What follows belongs to an exercise in optimizing a design on an open flow for small area, a short achievable clock period and few clock cycles; a production flow would make more cautious choices.
In this exercise RTL edits were held to simulation tests only and were not proved equivalent to the original.

==> inputs of exp/cedar <==
==> flow/design.v (excerpt) <==
module line_rasterizer_interpolated
#(
    parameter int COORD_BITS = 6,
    parameter int DEPTH_BITS = 16,
    parameter int FRAC_BITS  = 16
) (
    input  wire logic                 aclk,
    input  wire logic                 aresetn,
    input  wire logic                 s_tvalid,
    output logic                      s_tready,
    input  wire logic [((2*(2*COORD_BITS+DEPTH_BITS+32)+7)/8)*8-1:0] s_tdata,
    output logic                      m_tvalid,
    input  wire logic                 m_tready,
    output logic [((2*COORD_BITS+DEPTH_BITS+32+7)/8)*8-1:0] m_tdata,
    output logic                      m_tlast
);
    localparam int C      = COORD_BITS;
    localparam int CW     = lri_pkg::CHAN_W;
    localparam int NC     = lri_pkg::NUM_COLOR;
    localparam int PT_W   = 2*C + DEPTH_BITS + lri_pkg::COLOR_W;
    localparam int OUT_W  = ((2*C + DEPTH_BITS + NC*CW + 7) / 8) * 8;
    localparam int E_W    = C + 2;
    localparam int N_INT  = DEPTH_BITS/2 - 1;
    localparam int C_INT  = CW/2 - 1;
    logic [C-1:0] xa, ya, xb, yb;
    logic [C:0]   dxp, dxn, dyp, dyn;      
    assign xa = s_tdata[C-1:0];
    assign ya = s_tdata[2*C-1:C];
    assign xb = s_tdata[PT_W+C-1:PT_W];
    assign yb = s_tdata[PT_W+2*C-1:PT_W+C];
    assign dxp = {1'b0, xb} - {1'b0, xa};
    assign dxn = {1'b0, xa} - {1'b0, xb};
    assign dyp = {1'b0, yb} - {1'b0, ya};
  ...
export LEC_CHECK = 0
export CAP_MARGIN = 5
export CORE_MARGIN = 2
export CORE_UTILIZATION = 40
export CTS_CLUSTER_DIAMETER = 80
export CTS_CLUSTER_SIZE = 24
export SETUP_SLACK_MARGIN = 4.25
export SLEW_MARGIN = 5
create_clock -name core_clock -period 7.5 [get_ports {aclk}]
standard.sh (not shown) runs the stock make flow with config.mk's settings and CLKGATE_MAP_FILE= SYNTH_SCRIPT=/design/flow/synth_recipe.tcl, a recipe that flattens the netlist after the stock synthesis.
==> flow/flow/run.sh <==
#!/bin/bash
# Standard layout, with two changes: the port buffers are made from plain
# buffers (sky130_fd_sc_hd__buf_2) instead of the delay buffers buffer_ports
# picks, and clock tree synthesis adds no dummy loads.
set -euo pipefail
export BUFFER_PORTS_ARGS="-buffer_cell sky130_fd_sc_hd__buf_2"
export CTS_ARGS="-sink_clustering_enable -repair_clock_nets -buf_list sky130_fd_sc_hd__clkbuf_8 -sink_clustering_size 16 -sink_clustering_max_diameter 60 -dont_use_dummy_load"
bash standard.sh > standard.log 2>&1
==> exp/fjord (differences from exp/cedar) <==
--- a/flow/design.v
+++ b/flow/design.v
@@ -51,18 +51,15 @@
     input  wire logic         geo,        
     input  wire logic         geo_step,   
     input  wire logic         swap_c,     
     input  wire logic [2:0]   den_sm,     
     input  wire logic         int_en,     
     input  wire logic         int_first,  
     input  wire logic [C-1:0] den,        
-    output logic      [C-1:0] r_o,        
-    output logic      [1:0]   nb_o,       
-    input  wire logic [1:0]   qs_i,       
-    input  wire logic [C-1:0] rs_i,       
+    input  wire logic [C+1:0] den3,       
     input  wire logic         swap,       
     input  wire logic         n_load,     
     input  wire logic         stash,      
     input  wire logic         d_load,     
     input  wire logic         pw,         
     input  wire logic         step,       
     output logic      [W-1:0] v           
@@ -86,21 +83,16 @@
     logic [1:0]   sbits, nbits;
     logic [C-1:0] ra_n;
     logic [C:0] rb_n, fr_n, fr_nx;
     logic         carry;
     logic [W:0]   vsum;
     logic [W-1:0] fsel;
     assign diff  = {1'b0, b_val} - {1'b0, a_val};
-    localparam bit LATE_CPL = W > 8;
-    assign nbits = q_reg[W-1 -: 2] ^ {2{LATE_CPL && dneg_reg}};
+    assign nbits = q_reg[W-1 -: 2] ^ {2{dneg_reg}};
     assign sbits = nbits;
-    assign r_o   = r_reg;
-    assign nb_o  = sbits;
-    assign qs    = qs_i;
-    assign rs    = rs_i;
     assign fsel  = swap ? b_val : a_val;
     always_comb begin
         q0 = '0;
         r0 = C'(nbits);
         if (den_sm[0]) begin
             q0 = nbits;
             r0 = '0;
@@ -108,26 +100,30 @@
             q0 = {1'b0, nbits[1]};
             r0 = C'(nbits[0]);
         end else if (den_sm[2] && (nbits == 2'd3)) begin
             q0 = 2'd1;
             r0 = '0;
         end
     end
+    lri_divider #(.DEN_W(C)) u_step (
+        .r_in (r_reg), .bits (sbits), .den (den), .den3 (den3),
+        .q    (qs),    .r_out (rs)
+    );
     always_comb begin
         ra_n  = r_reg + C'(dneg_reg);
         rb_n  = ({1'b0, ra_n}) - ({1'b0, den});
         fr_n  = neg_reg ? {1'b0, ra_n} : rb_n;
         carry = !fr_reg[C] && !(zz_reg && frz_reg);
         fr_nx = fr_reg + (carry ? rb_reg : ({1'b0, ra_reg}));
         vsum  = {v_reg, 1'b1} + {inc_reg, carry ^ wneg_reg};
     end
     always_ff @(posedge aclk) begin
         if (ld_diff) begin
             dneg_reg <= diff[W];
-            q_reg    <= diff[W-1:0] ^ {W{!LATE_CPL && diff[W]}};
+            q_reg    <= diff[W-1:0];
         end else if (geo) begin
             neg_reg <= dneg_reg ^ swap_c;
             if (geo_step)
                 q_reg <= {q_reg[W-3:0], q0};
         end else if (int_en) begin
             q_reg <= {q_reg[W-3:2], q_reg[1:0] ^ {2{neg_reg && int_first}},
                       qs ^ {2{neg_reg}}};
@@ -187,28 +183,28 @@
     localparam int C      = COORD_BITS;
     localparam int CW     = lri_pkg::CHAN_W;
     localparam int NC     = lri_pkg::NUM_COLOR;
     localparam int PT_W   = 2*C + DEPTH_BITS + lri_pkg::COLOR_W;
     localparam int OUT_W  = ((2*C + DEPTH_BITS + NC*CW + 7) / 8) * 8;
     localparam int E_W    = C + 2;
     localparam int N_INT  = DEPTH_BITS/2 - 1;
-    localparam int C_INT  = CW/2 - 1;
+    localparam int C_INT0 = N_INT - CW/2;      
     logic [C-1:0] xa, ya, xb, yb;
     logic [C:0]   dxp, dxn, dyp, dyn;      
     assign xa = s_tdata[C-1:0];
     assign ya = s_tdata[2*C-1:C];
     assign xb = s_tdata[PT_W+C-1:PT_W];
     assign yb = s_tdata[PT_W+2*C-1:PT_W+C];
     assign dxp = {1'b0, xb} - {1'b0, xa};
     assign dxn = {1'b0, xa} - {1'b0, xb};
     assign dyp = {1'b0, yb} - {1'b0, ya};
     assign dyn = {1'b0, ya} - {1'b0, yb};
     logic st_idle, st_geo, st_int, st_rdy, st_hold;
     logic [2:0] cnt_reg;
-    logic       cx_reg, cy_reg;        
+    logic       cint_reg;              
     logic [C-1:0] adx_reg, ady_reg;
     logic         xgt_reg, ygt_reg;
     logic [C-1:0] span_reg, nmin_reg;
     logic [C+1:0] span3_reg;
     logic         xmaj_reg, swap_reg, up_reg;
     logic         xmaj_c, swap_c, up_c;
     logic [C-1:0] span_c, nmin_c;
@@ -224,49 +220,48 @@
         span3_c = xmaj_c ? ({2'b00, adx_reg} + {1'b0, adx_reg, 1'b0})
                          : ({2'b00, ady_reg} + {1'b0, ady_reg, 1'b0});
         up_c    = xmaj_c ? (swap_c ? ygt_reg : !ygt_reg)
                          : (swap_c ? xgt_reg : !xgt_reg);
     end
     logic vld_reg, last_reg, pend_reg;
     logic accept, take, n_load, stash, d_load, step, pend_clear;
-    logic ld_diff, geo, int_d;
+    logic ld_diff, geo, int_d, int_c;
     logic int_last;
     logic sready_reg, rdy_n, pend_n, vld_n, last_n;
     assign s_tready   = sready_reg;
     assign accept     = s_tvalid && s_tready;
     assign take       = vld_reg && m_tready;
     assign pend_clear = pend_reg && m_tready;
     assign n_load     = accept && (!vld_reg || m_tready);
     assign stash      = accept && vld_reg && !m_tready;
     assign d_load     = pend_clear;
     assign step       = take && !last_reg;
     assign ld_diff = st_idle;
     assign geo     = st_geo;
     assign int_d   = st_int;
+    assign int_c   = cint_reg;
     assign int_last = cnt_reg == 3'(N_INT-1);
     always_ff @(posedge aclk) begin
         if (!aresetn) begin
             st_idle  <= 1'b1;
             st_geo   <= 1'b0;
             st_int   <= 1'b0;
             st_rdy   <= 1'b0;
             st_hold  <= 1'b0;
             cnt_reg  <= '0;
-            cx_reg   <= 1'b0;
-            cy_reg   <= 1'b0;
+            cint_reg <= 1'b0;
         end else begin
             st_idle  <= (st_idle && !s_tvalid) || (st_rdy && accept && !stash) ||
                         (st_hold && pend_clear);
             st_geo   <= st_idle && s_tvalid;
             st_int   <= st_geo || (st_int && !int_last);
             st_rdy   <= rdy_n;
             st_hold  <= (st_rdy && stash) || (st_hold && !pend_clear);
             cnt_reg  <= st_int ? cnt_reg + 1'b1 : '0;
-            cx_reg   <= st_geo || (st_int && (cnt_reg < 3'(C_INT-1)));
-            cy_reg   <= st_int && (cnt_reg >= 3'(C_INT-1)) && (cnt_reg < 3'(2*C_INT-1));
+            cint_reg <= st_int && !int_last && (cnt_reg >= 3'(C_INT0-1));
         end
     end
     always_ff @(posedge aclk) begin
         if (ld_diff) begin
             xgt_reg <= dxp[C];
             ygt_reg <= dyp[C];
             adx_reg <= dxp[C] ? dxn[C-1:0] : dxp[C-1:0];
@@ -279,57 +274,36 @@
             xmaj_reg   <= xmaj_c;
             swap_reg   <= swap_c;
             up_reg     <= up_c;
         end
     end
     logic [DEPTH_BITS-1:0] zv;
     logic [CW-1:0]         cv [NC];
-    logic [C-1:0]          dr, drs;
-    logic [1:0]            dnb, dqs;
-    logic [C-1:0]          cr [NC];
-    logic [1:0]            cnb [NC];
-    logic [C-1:0]          crs [NC/2];
-    logic [1:0]            cqs [NC/2];
     lri_chan #(.W(DEPTH_BITS), .C(C)) u_depth (
         .aclk     (aclk),
         .a_val    (s_tdata[2*C+DEPTH_BITS-1:2*C]),
         .b_val    (s_tdata[PT_W+2*C+DEPTH_BITS-1:PT_W+2*C]),
         .ld_diff  (ld_diff),  .geo (geo), .geo_step (1'b1),
         .swap_c   (swap_c),   .den_sm (span_sm),
         .int_en   (int_d),    .int_first (st_int && (cnt_reg == '0)),
-        .den      (span_reg),
-        .r_o      (dr),       .nb_o (dnb), .qs_i (dqs), .rs_i (drs),
+        .den      (span_reg), .den3 (span3_reg),
         .swap     (swap_reg),
         .n_load   (n_load),   .stash (stash), .d_load (d_load),
         .pw       (pw_reg),   .step (step),
         .v        (zv)
     );
-    lri_divider #(.DEN_W(C)) u_dstep (
-        .r_in (dr),  .bits (dnb), .den (span_reg), .den3 (span3_reg),
-        .q    (dqs), .r_out (drs)
-    );
-    for (genvar p = 0; p < NC/2; p++) begin : g_pair
-        lri_divider #(.DEN_W(C)) u_cstep (
-            .r_in (cy_reg ? cr[2*p+1] : cr[2*p]),
-            .bits (cy_reg ? cnb[2*p+1] : cnb[2*p]),
-            .den  (span_reg), .den3 (span3_reg),
-            .q    (cqs[p]),   .r_out (crs[p])
-        );
-    end
     for (genvar k = 0; k < NC; k++) begin : g_col
         lri_chan #(.W(CW), .C(C)) u_col (
             .aclk     (aclk),
             .a_val    (s_tdata[PT_W-1-CW*k -: CW]),
             .b_val    (s_tdata[2*PT_W-1-CW*k -: CW]),
-            .ld_diff  (ld_diff),  .geo (geo), .geo_step (1'b1),
+            .ld_diff  (ld_diff),  .geo (geo), .geo_step (1'b0),
             .swap_c   (swap_c),   .den_sm (span_sm),
-            .int_en   ((k % 2 == 0) ? cx_reg : cy_reg),
-            .int_first(st_int && (cnt_reg == ((k % 2 == 0) ? 3'd0 : 3'(C_INT)))),
-            .den      (span_reg),
-            .r_o      (cr[k]),    .nb_o (cnb[k]), .qs_i (cqs[k/2]), .rs_i (crs[k/2]),
+            .int_en   (int_c),    .int_first (1'b0),
+            .den      (span_reg), .den3 (span3_reg),
             .swap     (swap_reg),
             .n_load   (n_load),   .stash (stash), .d_load (d_load),
             .pw       (pw_reg),   .step (step),
             .v        (cv[k])
         );
     end
     logic             wxmaj_reg, wup_reg;
==> flow/flow/run.sh (replaced) <==
#!/bin/bash
# Standard layout, with two changes: the port buffers are made from plain
# buffers (sky130_fd_sc_hd__buf_2) instead of the delay buffers buffer_ports
# picks, and clock tree synthesis adds no dummy loads.
set -euo pipefail
export BUFFER_PORTS_ARGS="-buffer_cell sky130_fd_sc_hd__buf_2"
export CTS_ARGS="-sink_clustering_enable -repair_clock_nets -sink_clustering_size 24 -sink_clustering_max_diameter 80 -dont_use_dummy_load"
bash standard.sh > standard.log 2>&1
- CORE_UTILIZATION: 40 -> 50
- SETUP_SLACK_MARGIN: 4.25 -> 4.45
==> results_dict.tcl <==
set metrics [dict create \
    routed_wl_um 83400 \
    initial_core_util_pct 40.5 \
    multi_input_area_mm2 0.0178 \
    grtUsageMet2_pct 33.4 \
    syn-cell-area_mm2 0.0303 \
    power_leader "combinational logic" \
    maxSlewHeadroom_pct 38.0 \
    status "complete, no violations" \
    seq_share_pct 34.6 \
    arrival_ns 3.54 \
    ys_ff_latch 402 \
    seq-power_uw 3020 \
    die_area_mm2 0.0781 \
    grtUsageMet1_pct 29.8 \
]
the above is filed under exp/cedar

==> results_dict.tcl <==
set metrics [dict create \
    maxSlewHeadroom_pct 30.9 \
    multi_input_area_mm2 0.0193 \
    die_area_mm2 0.0632 \
    seq_share_pct 32.5 \
    arrival_ns 3.52 \
    syn-cell-area_mm2 0.0306 \
    grtUsageMet1_pct 35.5 \
    initial_core_util_pct 50.6 \
    status "complete, no violations" \
    power_leader "sequential cells" \
    routed_wl_um 84900 \
    seq-power_uw 2760 \
]
the above is filed under exp/fjord

Testbench counts of exp/cedar, summed over its fixed seeds: cycles 38,956.
Testbench counts of exp/fjord, summed over its fixed seeds: cycles 38,956.

what the ideal ports hide:
In the flow no input, the clock included, has a driving cell. The finished layouts below were timed again as built, in two steps. Step 1, drivers: a clkbuf_16 drives aclk and a buf_2 each remaining input, both assumed. Step 2 adds t to the input delays and takes it off the output delays; t is the mean of the earliest and latest rising clock arrival at the registers after step 1. Input paths then give back, and output paths get back, about the clock's delay inside the block. Three values: ideal, step 1, step 2; two values: the first two.
run	shift t [ns]	setup slack, ns	worst register clock-pin slew, ns
exp/cedar	0.656	4.288 / 4.298 / 3.642	0.12 / 0.12
exp/fjord	0.663	4.347 / 4.352 / 3.689	0.10 / 0.10
After both steps every run listed still meets setup and hold. The setup slack of exp/fjord, which loses most, moves by +0.005 ns with the drivers and by -0.658 ns with both steps.
